From an optimization exercise on the open Yosys and OpenROAD flow, aimed at small area and a short achievable clock period; shortcuts taken in it are not production practice.
In this exercise RTL edits were held to simulation tests only and were not proved equivalent to the original.
Power and IR drop assume default switching activity.

==> 05-18: inputs <==
// alu_rs_scheduler
module alu_rs_scheduler #(
    parameter int ENTRIES = 16,
    parameter int TAG_W   = 4,
    parameter int OP_W    = 6
) (
    input  logic             clk,
    input  logic             rst,
    input  logic             rdy,
    input  logic             clear,
    input  logic             in_valid,
    input  logic [OP_W-1:0]  in_op,
    input  logic [TAG_W-1:0] in_qj,
    input  logic [TAG_W-1:0] in_qk,
    input  logic [31:0]      in_vj,
    input  logic [31:0]      in_vk,
    input  logic [31:0]      in_imm,
    input  logic [31:0]      in_pc,
    input  logic [TAG_W-1:0] in_rob_tag,
    output logic             full,
    input  logic [TAG_W-1:0] alu_cdb_tag,
    input  logic [31:0]      alu_cdb_value,
    input  logic [TAG_W-1:0] lsb_cdb_tag,
    input  logic [31:0]      lsb_cdb_value,
    output logic [OP_W-1:0]  out_op,
    output logic [31:0]      out_value1,
    output logic [31:0]      out_value2,
    output logic [31:0]      out_imm,
    output logic [31:0]      out_pc,
    output logic [TAG_W-1:0] out_rob_tag
);
    localparam int N  = ENTRIES;
    localparam int PW = OP_W + TAG_W;    
    logic [N-1:0]       busy_reg;
    logic [N-1:0]       grant_reg;       
    logic               found_reg;       
    logic               full_reg;
    logic [PW-1:0]      ot_reg  [N];     
    logic [31:0]        vj_reg  [N];
    logic [31:0]        vk_reg  [N];
    logic [31:0]        imm_reg [N];
    logic [31:0]        pc_reg  [N];
    logic [TAG_W-1:0]   qj_reg  [N];
    logic [TAG_W-1:0]   qk_reg  [N];
    logic         adv;
    logic [N-1:0] grant;        
    logic [N-1:0] free_first;   
    logic         sel_found;
    logic [N-1:0] busy_nxt;
    assign adv = rdy && !clear;
    logic             inj_a, inj_l, ink_a, ink_l;
    logic [TAG_W-1:0] inj_q, ink_q;
    assign inj_a = (in_qj != '0) && (in_qj == alu_cdb_tag);
  ...
==> flow/config.mk <==
export PLATFORM = sky130hd
export DESIGN_NAME = alu_rs_scheduler
export DESIGN_NICKNAME = alu_rs_scheduler
export VERILOG_FILES = /design/flow/design.v
export SDC_FILE = /design/flow/constraint.sdc
export NUM_CORES = 4
export LEC_CHECK = 0
export CAP_MARGIN = 20
export CORE_MARGIN = 2
export CORE_UTILIZATION = 60
export CTS_CLUSTER_DIAMETER = 80
export CTS_CLUSTER_SIZE = 26
export PLACE_DENSITY = 0.72
export SETUP_SLACK_MARGIN = 2.0
export SLEW_MARGIN = 20
export SYNTH_HIERARCHICAL = 1
==> flow/constraint.sdc <==
create_clock -name core_clock -period 4.5 [get_ports {clk}]
set_input_delay 0.9000 -clock core_clock [delete_from_list [all_inputs] [get_ports {clk}]]
set_output_delay 0.9000 -clock core_clock [all_outputs]
set_load 0.01 [all_outputs]
run.sh (not shown) runs the stock make flow with config.mk's settings and CLKGATE_MAP_FILE= SYNTH_SCRIPT=/design/flow/synth_recipe.tcl, a recipe that flattens the netlist after the stock synthesis.
==> 05-11: changes against 05-18 <==
--- a/flow/design.v
+++ b/flow/design.v
@@ -128,18 +128,21 @@
     logic [N-1:0] free_first;   
     logic         sel_found;
     logic [N-1:0] busy_nxt;
     assign adv = rdy && !clear;
     logic             inj_a, inj_l, ink_a, ink_l;
     logic [TAG_W-1:0] inj_q, ink_q;
+    logic [31:0]      inj_v, ink_v;
     assign inj_a = (in_qj != '0) && (in_qj == alu_cdb_tag);
     assign inj_l = (in_qj != '0) && (in_qj == lsb_cdb_tag);
     assign ink_a = (in_qk != '0) && (in_qk == alu_cdb_tag);
     assign ink_l = (in_qk != '0) && (in_qk == lsb_cdb_tag);
     assign inj_q = (inj_a || inj_l) ? '0 : in_qj;
     assign ink_q = (ink_a || ink_l) ? '0 : in_qk;
+    assign inj_v = inj_a ? alu_cdb_value : inj_l ? lsb_cdb_value : in_vj;
+    assign ink_v = ink_a ? alu_cdb_value : ink_l ? lsb_cdb_value : in_vk;
     function automatic logic [N-1:0] lowest_one(input logic [N-1:0] v);
         logic [N-1:0] seen;
         seen = '0;
         for (int k = 1; k < N; k++)
             seen[k] = seen[k-1] | v[k-1];
         lowest_one = v & ~seen;
@@ -179,28 +182,28 @@
                 if (ka || kl) qk_reg[i] <= '0;
             end
         end
         logic [31:0] vj_nxt, vk_nxt;
         rs_opd_next #(.W(32)) u_vj (
             .s_hold (busy_reg[i] && jz),
-            .s_in   (!busy_reg[i] && !inj_a && !inj_l),
-            .s_alu  (busy_reg[i] ? ja : inj_a),
-            .s_lsb  (busy_reg[i] ? (!jz && !ja) : (inj_l && !inj_a)),
+            .s_in   (!busy_reg[i]),
+            .s_alu  (busy_reg[i] && ja),
+            .s_lsb  (busy_reg[i] && !jz && !ja),
             .cur    (vj_reg[i]),
-            .vin    (in_vj),
+            .vin    (inj_v),
             .valu   (alu_cdb_value),
             .vlsb   (lsb_cdb_value),
             .nxt    (vj_nxt)
         );
         rs_opd_next #(.W(32)) u_vk (
             .s_hold (busy_reg[i] && kz),
-            .s_in   (!busy_reg[i] && !ink_a && !ink_l),
-            .s_alu  (busy_reg[i] ? ka : ink_a),
-            .s_lsb  (busy_reg[i] ? (!kz && !ka) : (ink_l && !ink_a)),
+            .s_in   (!busy_reg[i]),
+            .s_alu  (busy_reg[i] && ka),
+            .s_lsb  (busy_reg[i] && !kz && !ka),
             .cur    (vk_reg[i]),
-            .vin    (in_vk),
+            .vin    (ink_v),
             .valu   (alu_cdb_value),
             .vlsb   (lsb_cdb_value),
             .nxt    (vk_nxt)
         );
         always_ff @(posedge clk) begin
             vj_reg[i] <= vj_nxt;
==> flow/config.mk (replaced) <==
export PLATFORM = sky130hd
export DESIGN_NAME = alu_rs_scheduler
export DESIGN_NICKNAME = alu_rs_scheduler
export VERILOG_FILES = /design/flow/design.v
export SDC_FILE = /design/flow/constraint.sdc
export NUM_CORES = 4
export LEC_CHECK = 0
export CAP_MARGIN = 20
export CORE_MARGIN = 2
export CORE_UTILIZATION = 50
export CTS_CLUSTER_DIAMETER = 80
export CTS_CLUSTER_SIZE = 26
export PLACE_DENSITY = 0.65
export SETUP_SLACK_MARGIN = 2.0
export SLEW_MARGIN = 20
export SYNTH_HIERARCHICAL = 1
==> 09-03: changes against 05-18 <==
--- a/flow/design.v
+++ b/flow/design.v
@@ -110,14 +110,17 @@
     output logic [31:0]      out_pc,
     output logic [TAG_W-1:0] out_rob_tag
 );
     localparam int N  = ENTRIES;
     localparam int PW = OP_W + TAG_W;    
     logic [N-1:0]       busy_reg;
+    logic [N-1:0]       free_reg;        
+    logic [N-1:0]       jrdy_reg;        
+    logic [N-1:0]       krdy_reg;        
     logic [N-1:0]       grant_reg;       
-    logic               found_reg;       
+    logic [N-1:0]       ffree_reg;       
     logic               full_reg;
     logic [PW-1:0]      ot_reg  [N];     
     logic [31:0]        vj_reg  [N];
     logic [31:0]        vk_reg  [N];
     logic [31:0]        imm_reg [N];
     logic [31:0]        pc_reg  [N];
@@ -128,12 +131,15 @@
     logic [N-1:0] free_first;   
     logic         sel_found;
     logic [N-1:0] busy_nxt;
     assign adv = rdy && !clear;
     logic             inj_a, inj_l, ink_a, ink_l;
     logic [TAG_W-1:0] inj_q, ink_q;
+    logic alu_live, lsb_live;
+    assign alu_live = (alu_cdb_tag != '0);
+    assign lsb_live = (lsb_cdb_tag != '0);
     assign inj_a = (in_qj != '0) && (in_qj == alu_cdb_tag);
     assign inj_l = (in_qj != '0) && (in_qj == lsb_cdb_tag);
     assign ink_a = (in_qk != '0) && (in_qk == alu_cdb_tag);
     assign ink_l = (in_qk != '0) && (in_qk == lsb_cdb_tag);
     assign inj_q = (inj_a || inj_l) ? '0 : in_qj;
     assign ink_q = (ink_a || ink_l) ? '0 : in_qk;
@@ -142,63 +148,73 @@
         seen = '0;
         for (int k = 1; k < N; k++)
             seen[k] = seen[k-1] | v[k-1];
         lowest_one = v & ~seen;
     endfunction
     assign grant      = adv ? grant_reg : '0;
-    assign free_first = lowest_one(~busy_reg);
-    assign sel_found  = found_reg;
+    assign free_first = ffree_reg;
+    assign sel_found  = |grant_reg;
     assign full       = full_reg;
     logic [N-1:0] ready_nxt;
     for (genvar i = 0; i < N; i++) begin : g_slot
-        logic ja, jl, ka, kl, jz, kz;
-        assign jz = (qj_reg[i] == '0);
-        assign kz = (qk_reg[i] == '0);
-        assign ja = !jz && (qj_reg[i] == alu_cdb_tag);
-        assign jl = !jz && (qj_reg[i] == lsb_cdb_tag);
-        assign ka = !kz && (qk_reg[i] == alu_cdb_tag);
-        assign kl = !kz && (qk_reg[i] == lsb_cdb_tag);
+        logic ja, jl, ka, kl;
+        assign ja = alu_live && (qj_reg[i] == alu_cdb_tag);
+        assign jl = lsb_live && (qj_reg[i] == lsb_cdb_tag);
+        assign ka = alu_live && (qk_reg[i] == alu_cdb_tag);
+        assign kl = lsb_live && (qk_reg[i] == lsb_cdb_tag);
         assign busy_nxt[i] = busy_reg[i] ? !grant[i] : (in_valid && free_first[i]);
-        assign ready_nxt[i] = busy_nxt[i] &&
-                              (busy_reg[i] ? (jz || ja || jl) : (inj_q == '0)) &&
-                              (busy_reg[i] ? (kz || ka || kl) : (ink_q == '0));
+        logic jok, kok;
+        assign jok = busy_reg[i] ? (jrdy_reg[i] || ja || jl) : (inj_q == '0);
+        assign kok = busy_reg[i] ? (krdy_reg[i] || ka || kl) : (ink_q == '0);
+        assign ready_nxt[i] = busy_nxt[i] && jok && kok;
+        always_ff @(posedge clk or posedge rst) begin
+            if (rst) begin
+                busy_reg[i] <= 1'b0;
+                jrdy_reg[i] <= 1'b0;
+                krdy_reg[i] <= 1'b0;
+            end else if (rdy) begin
+                busy_reg[i] <= !clear && busy_nxt[i];
+                jrdy_reg[i] <= !clear && busy_nxt[i] && jok;
+                krdy_reg[i] <= !clear && busy_nxt[i] && kok;
+            end
+        end
         always_ff @(posedge clk or posedge rst) begin
             if (rst)
-                busy_reg[i] <= 1'b0;
+                free_reg[i] <= 1'b1;
             else if (rdy)
-                busy_reg[i] <= !clear && busy_nxt[i];
+                free_reg[i] <= clear || !busy_nxt[i];
         end
         always_ff @(posedge clk) begin
-            if (!busy_reg[i]) begin
+            if (free_reg[i]) begin
                 ot_reg[i]  <= {in_op, in_rob_tag};
                 imm_reg[i] <= in_imm;
                 pc_reg[i]  <= in_pc;
                 qj_reg[i]  <= inj_q;
                 qk_reg[i]  <= ink_q;
             end else if (rdy) begin
                 if (ja || jl) qj_reg[i] <= '0;
                 if (ka || kl) qk_reg[i] <= '0;
             end
         end
         logic [31:0] vj_nxt, vk_nxt;
         rs_opd_next #(.W(32)) u_vj (
-            .s_hold (busy_reg[i] && jz),
-            .s_in   (!busy_reg[i] && !inj_a && !inj_l),
-            .s_alu  (busy_reg[i] ? ja : inj_a),
-            .s_lsb  (busy_reg[i] ? (!jz && !ja) : (inj_l && !inj_a)),
+            .s_hold (jrdy_reg[i]),
+            .s_in   (free_reg[i] && !inj_a && !inj_l),
+            .s_alu  (free_reg[i] ? inj_a : ja),
+            .s_lsb  (free_reg[i] ? (inj_l && !inj_a) : (!jrdy_reg[i] && !ja)),
             .cur    (vj_reg[i]),
             .vin    (in_vj),
             .valu   (alu_cdb_value),
             .vlsb   (lsb_cdb_value),
             .nxt    (vj_nxt)
         );
         rs_opd_next #(.W(32)) u_vk (
-            .s_hold (busy_reg[i] && kz),
-            .s_in   (!busy_reg[i] && !ink_a && !ink_l),
-            .s_alu  (busy_reg[i] ? ka : ink_a),
-            .s_lsb  (busy_reg[i] ? (!kz && !ka) : (ink_l && !ink_a)),
+            .s_hold (krdy_reg[i]),
+            .s_in   (free_reg[i] && !ink_a && !ink_l),
+            .s_alu  (free_reg[i] ? ink_a : ka),
+            .s_lsb  (free_reg[i] ? (ink_l && !ink_a) : (!krdy_reg[i] && !ka)),
             .cur    (vk_reg[i]),
             .vin    (in_vk),
             .valu   (alu_cdb_value),
             .vlsb   (lsb_cdb_value),
             .nxt    (vk_nxt)
         );
@@ -207,18 +223,18 @@
             vk_reg[i] <= vk_nxt;
         end
     end
     always_ff @(posedge clk or posedge rst) begin
         if (rst) begin
             full_reg  <= 1'b0;
-            found_reg <= 1'b0;
             grant_reg <= '0;
+            ffree_reg <= N'(1);
         end else if (rdy) begin
             full_reg  <= !clear && (&busy_nxt);
-            found_reg <= !clear && (|ready_nxt);
             grant_reg <= clear ? '0 : lowest_one(ready_nxt);
+            ffree_reg <= clear ? N'(1) : lowest_one(~busy_nxt);
         end
     end
     logic [N*PW-1:0] ot_flat;
     logic [N*32-1:0] vj_flat, vk_flat, imm_flat, pc_flat;
     for (genvar i = 0; i < N; i++) begin : g_flat
         assign ot_flat[i*PW +: PW]  = ot_reg[i];
==> flow/config.mk (replaced) <==
export PLATFORM = sky130hd
export DESIGN_NAME = alu_rs_scheduler
export DESIGN_NICKNAME = alu_rs_scheduler
export VERILOG_FILES = /design/flow/design.v
export SDC_FILE = /design/flow/constraint.sdc
export NUM_CORES = 4
export LEC_CHECK = 0
export CAP_MARGIN = 20
export CORE_MARGIN = 2
export CORE_UTILIZATION = 50
export CTS_CLUSTER_DIAMETER = 80
export CTS_CLUSTER_SIZE = 26
export PLACE_DENSITY = 0.65
export SETUP_SLACK_MARGIN = 2.0
export SLEW_MARGIN = 20
export SYNTH_HIERARCHICAL = 1
==> notes.md <==
* Pint at about 0.035 W
* Net Sw Power at between 0.01 and 0.015 W
* Buffers outside the clock class at 792
* Slowest-stage cell, CP: nor4_4
* Iter 0 DRT Violations at approximately 22000
* Gate power share at roughly 10%
* F_max at approximately 0.37 GHz
* Nets at just over 9000
* Worst r2r path cells at 5
* RR Endpoint: vk_reg[6][30]
* Yosys reg bits at 2508
* Status: complete, no violations
* Switch share at around a quarter
* Worst Setup SP: qk_reg[6][1]
* Die height at about 470 µm
* Crit-path max cell delay at approximately 840 ps
* Combinational power at ~0.0047 W
the above is filed under 05-11

==> notes.md <==
* Status: complete, no violations
* Combinational power at roughly 0.006 W
* Die height at approximately 470 µm
* Iter 0 DRT Violations at between 15000 and 20000
* Nets at 9320
* Switch share at a little over a quarter
* Crit-path max cell delay at between 400 and 500 ps
* Pint at about 0.036 W
* Buffers outside the clock class at 913
* Net Sw Power at approximately 0.013 W
* Slowest-stage cell, CP: or3_4
* RR Endpoint: out_pc[14]
* Yosys reg bits at about 2600
* Worst Setup SP: lsb_cdb_tag[2]
the above is filed under 09-03

==> notes.md <==
* Worst r2r path cells at 8
* Status: complete, no violations
* RR Endpoint: grant_reg[13]
* Die height at ~420 µm
* Nets at a little over 9000
* Gate power share at about an eighth
* Switch share at a little over a quarter
* Pint at ~0.034 W
* Yosys reg bits at between 2000 and 3000
* Buffers outside the clock class at 859
* Crit-path max cell delay at a little under 600 ps
* Net Sw Power at about 0.013 W
* Slowest-stage cell, CP: nor4_1
the above is filed under 05-18

static timing again, ports no longer ideal:
In the flow no input, the clock included, has a driving cell. The finished layouts below were timed again as built, in two steps.
Step 1 sets driving cells, clkbuf_16 on the clock port and buf_2 on the other inputs (assumed; they add their load-dependent delay and slew).
Step 2, shift: input delay + t, output delay - t, t = (earliest + latest rising clock arrival at the registers) / 2. This alone moves slack from input paths to output paths.
Slacks: no drivers / after step 1 / after step 2; pairs: no drivers / after step 1.
| run | t, ns | setup WS [ns] | hold WS [ns] | worst data-port slew with drivers (ns) | pins driven straight from the clock port |
|---|---|---|---|---|---|
| 05-18 | 0.931 | 1.840 / 1.829 / 0.897 | 0.396 / 0.324 / 0.491 | 0.42 | 1 |
| 05-11 | 0.970 | 1.827 / 1.827 / 0.996 | 0.404 / 0.323 / 0.493 | 0.14 | 1 |
| 09-03 | 0.935 | 1.834 / 1.834 / 0.899 | 0.392 / 0.391 / 0.488 | 0.45 | 1 |
After both steps setup and hold are still met in every run listed. For 05-18, which loses most, drivers alone change the setup slack by -0.011 ns; drivers and shift together by -0.943 ns.
